What follows belongs to an exercise in optimizing a design on an open flow for small area; a production flow would make more cautious choices.
Where RTL was checked, it was by simulation tests only, not by an equivalence proof against the original.
No driver is modelled on the clock port, so clock power and skew are understated where the tree is cut down; a real chip needs a root buffer or a tree.
Power figures rest on the tool's default switching activity, not on a simulated workload.

==> trial 77: inputs <==
==> flow/design.v <==
`timescale 1ns/1ps
`timescale 1ns/1ps
`timescale 1ns/1ps
`timescale 1ns/1ps
`timescale 1ns/1ps
`timescale 1ns/1ps
`default_nettype none
module int_div_top (
	input  wire                clk,
	input  wire                rst_n_i,
	input  logic               req_i,
	input  logic               req_op_i,        
	input  logic [63:0]        req_dividend_i,
	input  logic [63:0]        req_divisor_i,
	output logic               ack_o,
	output logic [63:0]        rsp_quotient_o,
	output logic [63:0]        rsp_remainder_o,
	output logic               rsp_div_by_zero_o
);
	localparam int W   = 16;
	localparam int NSL = 64 / W;
	localparam int JW  = $clog2(NSL);
	localparam logic [1:0] IDLE = 2'd0;
	localparam logic [1:0] BUSY = 2'd1;
	localparam logic [1:0] HOLD = 2'd2;
	logic [1:0]  st_q;
	logic [8:0]  cnt_q;
	logic [63:0] r_q;     
	logic [63:0] q_q;     
	logic        iv_q;    
	logic        rs;      
	logic        cb_q;    
	logic        cy_q;    
	logic        za_q;    
	logic        zf_q;    
	logic        dbz_q;
	logic [5:0]  z_q;     
	logic        nb_q;    
	logic        fl_q;    
	logic sgn, kneg, dneg, qneg;
	assign sgn  = ~req_op_i;
	assign kneg = sgn & req_dividend_i[63];
	assign dneg = sgn & req_divisor_i[63];
	assign qneg = sgn & (req_dividend_i[63] ^ req_divisor_i[63]) & ~dbz_q;
	logic [JW-1:0] j;
	logic [5:0]    t;
	logic          last;
	assign j    = cnt_q[JW-1:0];
	assign t    = cnt_q[JW+5:JW];
	assign last = (j == JW'(NSL - 1));
	logic busy, in_s1, in_main, in_p1, in_p2, in_rot, pass, en;
	assign busy    = (st_q == BUSY);
	assign in_s1   = busy & (cnt_q[8:2] == 7'd127);
	assign in_main = busy & ~cnt_q[8];
	assign in_p1   = busy & (cnt_q[8:2] == 7'd64);
	assign in_p2   = busy & (cnt_q[8:2] == 7'd65);
	assign in_rot  = busy & (cnt_q[8:6] == 3'b101);
	assign pass    = in_s1 | in_main | in_p1 | in_p2;
	assign en      = in_s1 | in_main |
	                 (in_p1 & (rs | (kneg & ~zf_q))) |
	                 (in_p2 & kneg & ~rs & ~zf_q);
	logic [W-1:0] sl, a, b, dsl, sum;
	logic         cbin, sub, inv, cin, cout, a64, nsign, zs, zacc, qbit, xbit;
	assign sl   = r_q[W-1:0];
	assign cbin = (j == '0) ? nb_q : cb_q;
	logic sel_sh, sel_un, sel_k;
	assign sel_sh = in_main;
	assign sel_un = in_p1 | in_p2;
	assign sel_k  = in_s1 & kneg;
	assign a    = ({sl[W-2:0], cbin} & {W{sel_sh}}) | (sl & {W{sel_un}}) | {W{sel_k}};
	logic [NSL-1:0] jh;
	for (genvar k = 0; k < NSL; k++) begin : g_jh
		assign jh[k] = (j == JW'(k));
	end
	always_comb begin
		dsl = '0;
		for (int k = 0; k < NSL; k++) dsl = dsl | (req_divisor_i[k*W +: W] & {W{jh[k]}});
	end
	assign sub  = iv_q ^ dneg;
	assign rs   = ~sub;
	assign inv  = iv_q;
	assign b    = dsl ^ {W{inv}};
	assign cin  = (j == '0) ? inv : cy_q;
	localparam int L = $clog2(W);
	logic [W-1:0] bg, bp, gv, pv;
	always_comb begin
		bg = a & b;
		bp = a ^ b;
		gv = bg;
		pv = bp;
		gv[0] = bg[0] | (bp[0] & cin);
		for (int l = 0; l < L; l++) begin
			for (int i = 0; i < W; i++) begin
				if ((i + 1) % (2 << l) == 0) begin
					gv[i] = gv[i] | (pv[i] & gv[i - (1 << l)]);
					pv[i] = pv[i] & pv[i - (1 << l)];
				end
			end
		end
		for (int l = L - 2; l >= 0; l--) begin
			for (int i = 0; i < W; i++) begin
				if ((i + 1) % (2 << l) == (1 << l) && i >= (2 << l)) begin
					gv[i] = gv[i] | (pv[i] & gv[i - (1 << l)]);
					pv[i] = pv[i] & pv[i - (1 << l)];
				end
			end
		end
	end
	assign sum  = bp ^ {gv[W-2:0], cin};
	assign cout = gv[W-1];
	assign a64   = in_main ? sl[W-1] : rs;
	assign nsign = a64 ^ sub ^ cout;
	assign zs    = (sum == '0);
	assign zacc  = zs & ((j == '0) | za_q);
	assign qbit  = ~(nsign ^ kneg);
	assign xbit  = qbit ^ qneg;
	logic hit, flip, c0;
	assign c0   = qneg ^ (kneg & zf_q);
	assign hit  = (cnt_q[5:0] == z_q);
	assign flip = c0 & (fl_q | hit);  
	always_ff @(posedge clk) begin
		cb_q <= sl[W-1];
		cy_q <= cout;
		za_q <= zacc;
		if (st_q == IDLE) begin
			iv_q <= ~kneg ^ dneg;
			fl_q <= 1'b0;
		end else begin
			if (pass & en) begin
				r_q <= {sum, r_q[63:W]};
				if (last) begin
					iv_q <= ~nsign ^ dneg;
					zf_q <= zacc & ~nsign;
				end
			end
			if (in_s1 & last) begin
				dbz_q <= qbit;
			end
			if (in_main & last) begin
				q_q <= {q_q[62:0], xbit};
				if (!xbit || t == '0) z_q <= t;  
			end
			if (in_rot) begin
				q_q  <= {q_q[62:0], q_q[63] ^ flip};
				fl_q <= fl_q | hit;
			end
		end
	end
	logic done;
	assign done = (cnt_q == 9'd383);
	logic [63:0] nrot;
	assign nrot = {req_dividend_i[62:0], req_dividend_i[63]};
	logic [15:0] nm1;
	logic [3:0]  nm2;
	logic        nb_d;
	logic [5:0]  ti;
	assign ti = ~t;
	for (genvar i = 0; i < 16; i++) begin : g_nm1
		assign nm1[i] = nrot[4*i + ti[1:0]];
	end
	for (genvar i = 0; i < 4; i++) begin : g_nm2
		assign nm2[i] = nm1[4*i + ti[3:2]];
	end
	assign nb_d = nm2[ti[5:4]];
	always_ff @(posedge clk) begin
		cnt_q <= (st_q == IDLE) ? 9'd508 : cnt_q + 9'd1;
		nb_q  <= nb_d;
	end
	always_ff @(posedge clk or negedge rst_n_i) begin
		if (!rst_n_i) begin
			st_q <= IDLE;
		end else begin
			case (st_q)
				IDLE:    if (req_i) st_q <= BUSY;
				BUSY:    if (done) st_q <= req_i ? HOLD : IDLE;
				HOLD:    if (!req_i) st_q <= IDLE;
				default: st_q <= IDLE;
			endcase
		end
	end
	assign ack_o             = (st_q == HOLD);
	assign rsp_quotient_o    = q_q;
	assign rsp_remainder_o   = r_q;
	assign rsp_div_by_zero_o = dbz_q;
endmodule
`default_nettype wire
==> flow/flow/run.sh <==
#!/bin/bash
# Standard ORFS layout (the standard.sh, standard synthesis) with two changes:
# port buffers use the smallest buffer cell, and flow/mycts.tcl builds the clock
# tree (one clkbuf_8 root, 10 clkbuf_8 leaves) in place of ORFS's CTS.
set -euo pipefail
export BUFFER_PORTS_ARGS="-buffer_cell sky130_fd_sc_hd__buf_1"
export MCTS_NB=10
export MCTS_BUF=sky130_fd_sc_hd__clkbuf_8
export MCTS_ROOT=sky130_fd_sc_hd__clkbuf_8
bash standard.sh place > place.log 2>&1
bash standard.sh run RUN_SCRIPT=$PWD/flow/mycts.tcl RUN_LOG_NAME_STEM=4_1_cts > cts.log 2>&1
bash standard.sh finish > finish.log 2>&1
==> flow/flow/mycts.tcl <==
# Clock tree made by hand: the clock port drives one root clock buffer, which
# drives MCTS_NB leaf clock buffers, each driving one cluster of registers
# (balanced k-means on their placement).
# Otherwise the same steps as ORFS's cts.tcl.
utl::set_metrics_stage "cts__{}"
source $::env(SCRIPTS_DIR)/load.tcl
erase_non_stage_variables cts
load_design 3_place.odb 3_place.sdc

set nb $::env(MCTS_NB)
set block [ord::get_db_block]
set master [[ord::get_db] findMaster $::env(MCTS_BUF)]
set clknet [$block findNet clk]

set sinks {}
foreach it [$clknet getITerms] {
  if { [$it getIoType] == "INPUT" } {
    set loc [[$it getInst] getLocation]
    lappend sinks [list $it [lindex $loc 0] [lindex $loc 1]]
  }
}
set ns [llength $sinks]
puts "manual cts: $ns sinks, $nb buffers of $::env(MCTS_BUF)"

# initial centers spread on a grid over the sink bounding box
set xs {}; set ys {}
foreach s $sinks { lappend xs [lindex $s 1]; lappend ys [lindex $s 2] }
set x0 [tcl::mathfunc::min {*}$xs]; set x1 [tcl::mathfunc::max {*}$xs]
set y0 [tcl::mathfunc::min {*}$ys]; set y1 [tcl::mathfunc::max {*}$ys]
set nc [expr {int(ceil(sqrt($nb)))}]
set nr [expr {int(ceil(double($nb) / $nc))}]
set centers {}
for {set k 0} {$k < $nb} {incr k} {
  set c [expr {$k % $nc}]; set r [expr {$k / $nc}]
  lappend centers [list [expr {$x0 + ($c + 0.5) * ($x1 - $x0) / $nc}] [expr {$y0 + ($r + 0.5) * ($y1 - $y0) / $nr}]]
}
# balanced k-means: each cluster takes at most cap sinks
set cap [expr {int(ceil(double($ns) / $nb)) + 2}]
for {set iter 0} {$iter < 20} {incr iter} {
  set cand {}
  foreach s $sinks {
    set k 0
    foreach c $centers {
      set d [expr {abs([lindex $s 1] - [lindex $c 0]) + abs([lindex $s 2] - [lindex $c 1])}]
      lappend cand [list $d $k [lindex $s 0] [lindex $s 1] [lindex $s 2]]
      incr k
    }
  }
  set cand [lsort -real -index 0 $cand]
  array unset asg; array unset cnt
  for {set k 0} {$k < $nb} {incr k} { set cnt($k) 0; set sx($k) 0.0; set sy($k) 0.0 }
  foreach c $cand {
    lassign $c d k it x y
    if { [info exists asg($it)] || $cnt($k) >= $cap } { continue }
    set asg($it) $k
    incr cnt($k)
    set sx($k) [expr {$sx($k) + $x}]; set sy($k) [expr {$sy($k) + $y}]
  }
  set centers {}
  for {set k 0} {$k < $nb} {incr k} {
    lappend centers [list [expr {$sx($k) / max(1, $cnt($k))}] [expr {$sy($k) / max(1, $cnt($k))}]]
  }
}
for {set k 0} {$k < $nb} {incr k} {
  set inst [odb::dbInst_create $block $master "clkbuf_m_$k"]
  set net [odb::dbNet_create $block "clknet_m_$k"]
  $net setSigType CLOCK
  lassign [lindex $centers $k] cx cy
  $inst setLocation [expr {int($cx)}] [expr {int($cy)}]
  $inst setPlacementStatus PLACED
  [$inst findITerm A] connect $clknet
  [$inst findITerm X] connect $net
  set bnet($k) $net
  puts "manual cts: buffer $k drives $cnt($k) sinks"
}
set root [odb::dbInst_create $block [[ord::get_db] findMaster $::env(MCTS_ROOT)] "clkbuf_m_root"]
set rnet [odb::dbNet_create $block "clknet_m_root"]
$rnet setSigType CLOCK
set rx 0.0; set ry 0.0
foreach c $centers { set rx [expr {$rx + [lindex $c 0] / $nb}]; set ry [expr {$ry + [lindex $c 1] / $nb}] }
$root setLocation [expr {int($rx)}] [expr {int($ry)}]
$root setPlacementStatus PLACED
[$root findITerm A] connect $clknet
[$root findITerm X] connect $rnet
for {set k 0} {$k < $nb} {incr k} {
  set a [[$block findInst "clkbuf_m_$k"] findITerm A]
  $a disconnect
  $a connect $rnet
}
foreach s $sinks {
  set it [lindex $s 0]
  set k $asg($it)
  $it disconnect
  $it connect $bnet($k)
}
global_connect
set_propagated_clock [all_clocks]

estimate_parasitics -placement
set result [catch { detailed_placement } msg]
if { $result != 0 } { error "Detailed placement failed in CTS: $msg" }
estimate_parasitics -placement
report_clock_skew
repair_timing_helper
set result [catch { detailed_placement } msg]
if { $result != 0 } { error "Detailed placement failed in CTS: $msg" }
check_placement -verbose
report_metrics 4 "cts final"
orfs_write_db $::env(RESULTS_DIR)/4_1_cts.odb
orfs_write_sdc $::env(RESULTS_DIR)/4_cts.sdc
==> flow/standard.sh <==
#!/bin/bash
# synth_recipe.tcl (not shown) runs the flow's synth.tcl, then flattens the netlist and writes it again
# the make line also repeats each setting of config.mk as NAME=value (left out here)
make -C /OpenROAD-flow-scripts/flow DESIGN_CONFIG=/design/flow/config.mk WORK_HOME=/design/flow/orfs CLKGATE_MAP_FILE= SYNTH_SCRIPT=/design/flow/synth_recipe.tcl "${@:-finish}"
==> flow/config.mk <==
export PLATFORM = sky130hd
export DESIGN_NAME = int_div_top
export DESIGN_NICKNAME = int_div_top
export VERILOG_FILES = /design/flow/design.v
export SDC_FILE = /design/flow/constraint.sdc
export NUM_CORES = 4
export LEC_CHECK = 0
export CAP_MARGIN = 20
export CORE_MARGIN = 2
export CORE_UTILIZATION = 40
export GPL_TIMING_DRIVEN = 0
export SLEW_MARGIN = 20
==> flow/constraint.sdc <==
create_clock -name core_clock -period 5.0 [get_ports {clk}]
set_input_delay 1.0000 -clock core_clock [delete_from_list [all_inputs] [get_ports {clk}]]
set_output_delay 1.0000 -clock core_clock [all_outputs]
set_load 0.01 [all_outputs]
==> inputs of build 60, as changes to trial 77 <==
--- a/flow/design.v
+++ b/flow/design.v
@@ -36,6 +36,6 @@
 	logic        dbz_q;
 	logic [5:0]  z_q;     
+	logic        fl_q;    
 	logic        nb_q;    
-	logic        fl_q;    
 	logic sgn, kneg, dneg, qneg;
 	assign sgn  = ~req_op_i;
@@ -64,17 +64,7 @@
 	assign sl   = r_q[W-1:0];
 	assign cbin = (j == '0) ? nb_q : cb_q;
-	logic sel_sh, sel_un, sel_k;
-	assign sel_sh = in_main;
-	assign sel_un = in_p1 | in_p2;
-	assign sel_k  = in_s1 & kneg;
-	assign a    = ({sl[W-2:0], cbin} & {W{sel_sh}}) | (sl & {W{sel_un}}) | {W{sel_k}};
-	logic [NSL-1:0] jh;
-	for (genvar k = 0; k < NSL; k++) begin : g_jh
-		assign jh[k] = (j == JW'(k));
-	end
-	always_comb begin
-		dsl = '0;
-		for (int k = 0; k < NSL; k++) dsl = dsl | (req_divisor_i[k*W +: W] & {W{jh[k]}});
-	end
+	assign a    = in_main ? {sl[W-2:0], cbin} :
+	              (in_p1 | in_p2) ? sl : {W{kneg}};
+	assign dsl  = req_divisor_i[j*W +: W];
 	assign sub  = iv_q ^ dneg;
 	assign rs   = ~sub;
@@ -118,5 +108,5 @@
 	assign c0   = qneg ^ (kneg & zf_q);
 	assign hit  = (cnt_q[5:0] == z_q);
-	assign flip = c0 & (fl_q | hit);  
+	assign flip = c0 & (fl_q | hit);
 	always_ff @(posedge clk) begin
 		cb_q <= sl[W-1];
==> flow/flow/run.sh (replaced) <==
#!/bin/bash
# Standard ORFS layout (the standard.sh, standard synthesis), with two changes:
# port buffers use the smallest buffer cell, and CTS adds no dummy clock loads.
set -euo pipefail
export BUFFER_PORTS_ARGS="-buffer_cell sky130_fd_sc_hd__buf_1"
export CTS_ARGS="-sink_clustering_enable -repair_clock_nets -dont_use_dummy_load -buf_list sky130_fd_sc_hd__clkbuf_8"
bash standard.sh > standard.log 2>&1
--- a/flow/config.mk
+++ b/flow/config.mk
@@ -9,4 +9,4 @@
 export CORE_MARGIN = 2
 export CORE_UTILIZATION = 40
-export GPL_TIMING_DRIVEN = 0
+export CTS_BUF_LIST = sky130_fd_sc_hd__clkbuf_8
 export SLEW_MARGIN = 20
removed: flow/flow/mycts.tcl
==> inputs of build 36, as changes to trial 77 <==
--- a/flow/design.v
+++ b/flow/design.v
@@ -36,6 +36,6 @@
 	logic        dbz_q;
 	logic [5:0]  z_q;     
+	logic        fl_q;    
 	logic        nb_q;    
-	logic        fl_q;    
 	logic sgn, kneg, dneg, qneg;
 	assign sgn  = ~req_op_i;
@@ -69,12 +69,5 @@
 	assign sel_k  = in_s1 & kneg;
 	assign a    = ({sl[W-2:0], cbin} & {W{sel_sh}}) | (sl & {W{sel_un}}) | {W{sel_k}};
-	logic [NSL-1:0] jh;
-	for (genvar k = 0; k < NSL; k++) begin : g_jh
-		assign jh[k] = (j == JW'(k));
-	end
-	always_comb begin
-		dsl = '0;
-		for (int k = 0; k < NSL; k++) dsl = dsl | (req_divisor_i[k*W +: W] & {W{jh[k]}});
-	end
+	assign dsl  = req_divisor_i[j*W +: W];
 	assign sub  = iv_q ^ dneg;
 	assign rs   = ~sub;
@@ -118,5 +111,5 @@
 	assign c0   = qneg ^ (kneg & zf_q);
 	assign hit  = (cnt_q[5:0] == z_q);
-	assign flip = c0 & (fl_q | hit);  
+	assign flip = c0 & (fl_q | hit);
 	always_ff @(posedge clk) begin
 		cb_q <= sl[W-1];
--- a/flow/flow/run.sh
+++ b/flow/flow/run.sh
@@ -2,8 +2,8 @@
 # Standard ORFS layout (the standard.sh, standard synthesis) with two changes:
 # port buffers use the smallest buffer cell, and flow/mycts.tcl builds the clock
-# tree (one clkbuf_8 root, 10 clkbuf_8 leaves) in place of ORFS's CTS.
+# tree (one clkbuf_8 root, 8 clkbuf_8 leaves) in place of ORFS's CTS.
 set -euo pipefail
 export BUFFER_PORTS_ARGS="-buffer_cell sky130_fd_sc_hd__buf_1"
-export MCTS_NB=10
+export MCTS_NB=8
 export MCTS_BUF=sky130_fd_sc_hd__clkbuf_8
 export MCTS_ROOT=sky130_fd_sc_hd__clkbuf_8
--- a/flow/config.mk
+++ b/flow/config.mk
@@ -9,4 +9,3 @@
 export CORE_MARGIN = 2
 export CORE_UTILIZATION = 40
-export GPL_TIMING_DRIVEN = 0
 export SLEW_MARGIN = 20
==> inputs of build 96, as changes to trial 77 <==
--- a/flow/config.mk
+++ b/flow/config.mk
@@ -9,4 +9,3 @@
 export CORE_MARGIN = 2
 export CORE_UTILIZATION = 40
-export GPL_TIMING_DRIVEN = 0
 export SLEW_MARGIN = 20
==> notes <==
Build 60 ran to the end with no violations. Trial 77 went through all stages and came out clean. Build 96 ran to the end with no violations. Build 36 completed without violations. Cell count, highest first: build 60, trial 77, build 96, build 36. Hold slack: trial 77 < build 60 < build 96 < build 36. Between build 36 and build 96, the lower utilization is in build 36 (gap 0.13 points). In flip-flop and latch count, build 60 and trial 77 do not differ. Against trial 77, the wire length of build 60 is higher by about 0.3%. In build 60 the cell area is higher than in trial 77, by 1.2%. Synthesized area is the same in trial 77 and build 96. Via count: build 36 < build 60 < build 96 < trial 77. Sequential share of layout area: build 96 > build 36 > trial 77 > build 60. Of build 60 and build 36, build 60 has the higher combinational power (gap about 10%, measured against build 36).
==> figures <==
metric	build 96	trial 77	build 60	build 36
Fraction of layout instances using a drive strength above 1	8.35%	9.26%	11.1%	9.39%
Power in the clock group	0.558 mW	0.561 mW	0.679 mW	0.513 mW
Arrival time at the worst endpoint	4840 ps	5090 ps	4890 ps	4780 ps
Fraction of area in multi-input gates	27.9%	27.9%	28.4%	28.8%
Slew of the pin with the lowest slew margin	864 ps	842 ps	894 ps	891 ps
DRT Pass-1 Iters	4	5	5	4
Post-cts sizing count	0	11	0	0
Global-route wire length before repair	25,900 µm	26,100 µm	26,800 µm	25,000 µm
Worst clock skew on the final layout	23.8 ps	38.0 ps	22.0 ps	26.4 ps
Detailed-route wire length	17,500 µm	17,900 µm	18,000 µm	16,500 µm
Number of logic stages on the critical path including buffering	18	19	18	16
Sequential power	2.58 mW	2.56 mW	2.56 mW	2.58 mW
Met1 Track Usage GR	24.6%	25.9%	25.9%	24.0%
Final period util	90.7%	96.6%	91.9%	91.8%
Power density normalized to cell area	728 nW/µm²	735 nW/µm²	732 nW/µm²	694 nW/µm²
Run status	finished clean	finished clean	finished clean	finished clean
Cell repeated most along the worst path	-	sky130_fd_sc_hd__fa_1	-	sky130_fd_sc_hd__fa_1
Final net count	868	874	881	862
Worst slew margin relative to its limit	42.4%	43.8%	40.2%	40.4%
Part of the power in registers	42.2%	40.9%	40.7%	44.0%
Number of antenna violations at the first check in global routing	1	0	0	0
The RTL of build 60 was laid out without a check of its function. In trial 77, build 36 and build 96 the design's own scripts or RTL, not TritonCTS, make the clock network.

## afterwards: timing with drivers on the ports
The flow's constraints put no driver on any port. The routed layouts listed below were extracted and timed again, unchanged, in two steps. Step 1 sets driving cells, clkbuf_16 on the clock port and buf_2 on the other inputs (assumed; they add their load-dependent delay and slew). Step 2, shift: input delay + t, output delay - t, t = (earliest + latest rising clock arrival at the registers) / 2. This alone moves slack from input paths to output paths. Slacks: ideal ports / drivers / drivers and shift; pairs: ideal ports / drivers.
run	shift t [ns]	setup WS [ns]	worst hold slack (ns)	worst data-port slew with drivers (ns)	pins driven straight from the clock port
trial 77	0.450	0.171 / 0.158 / -0.292	0.334 / 0.329 / 0.429	0.06	1
build 60	0.469	0.405 / 0.405 / 0.071	0.346 / 0.351 / 0.436	0.07	1
build 36	0.439	0.411 / 0.427 / -0.012	0.375 / 0.377 / 0.458	0.12	1
build 96	0.466	0.463 / 0.463 / 0.136	0.352 / 0.336 / 0.443	0.07	1
With both steps, setup timing fails in trial 77 and build 36, where it was met with ideal ports. For trial 77, which loses most, drivers alone change the setup slack by -0.013 ns; drivers and shift together by -0.463 ns.
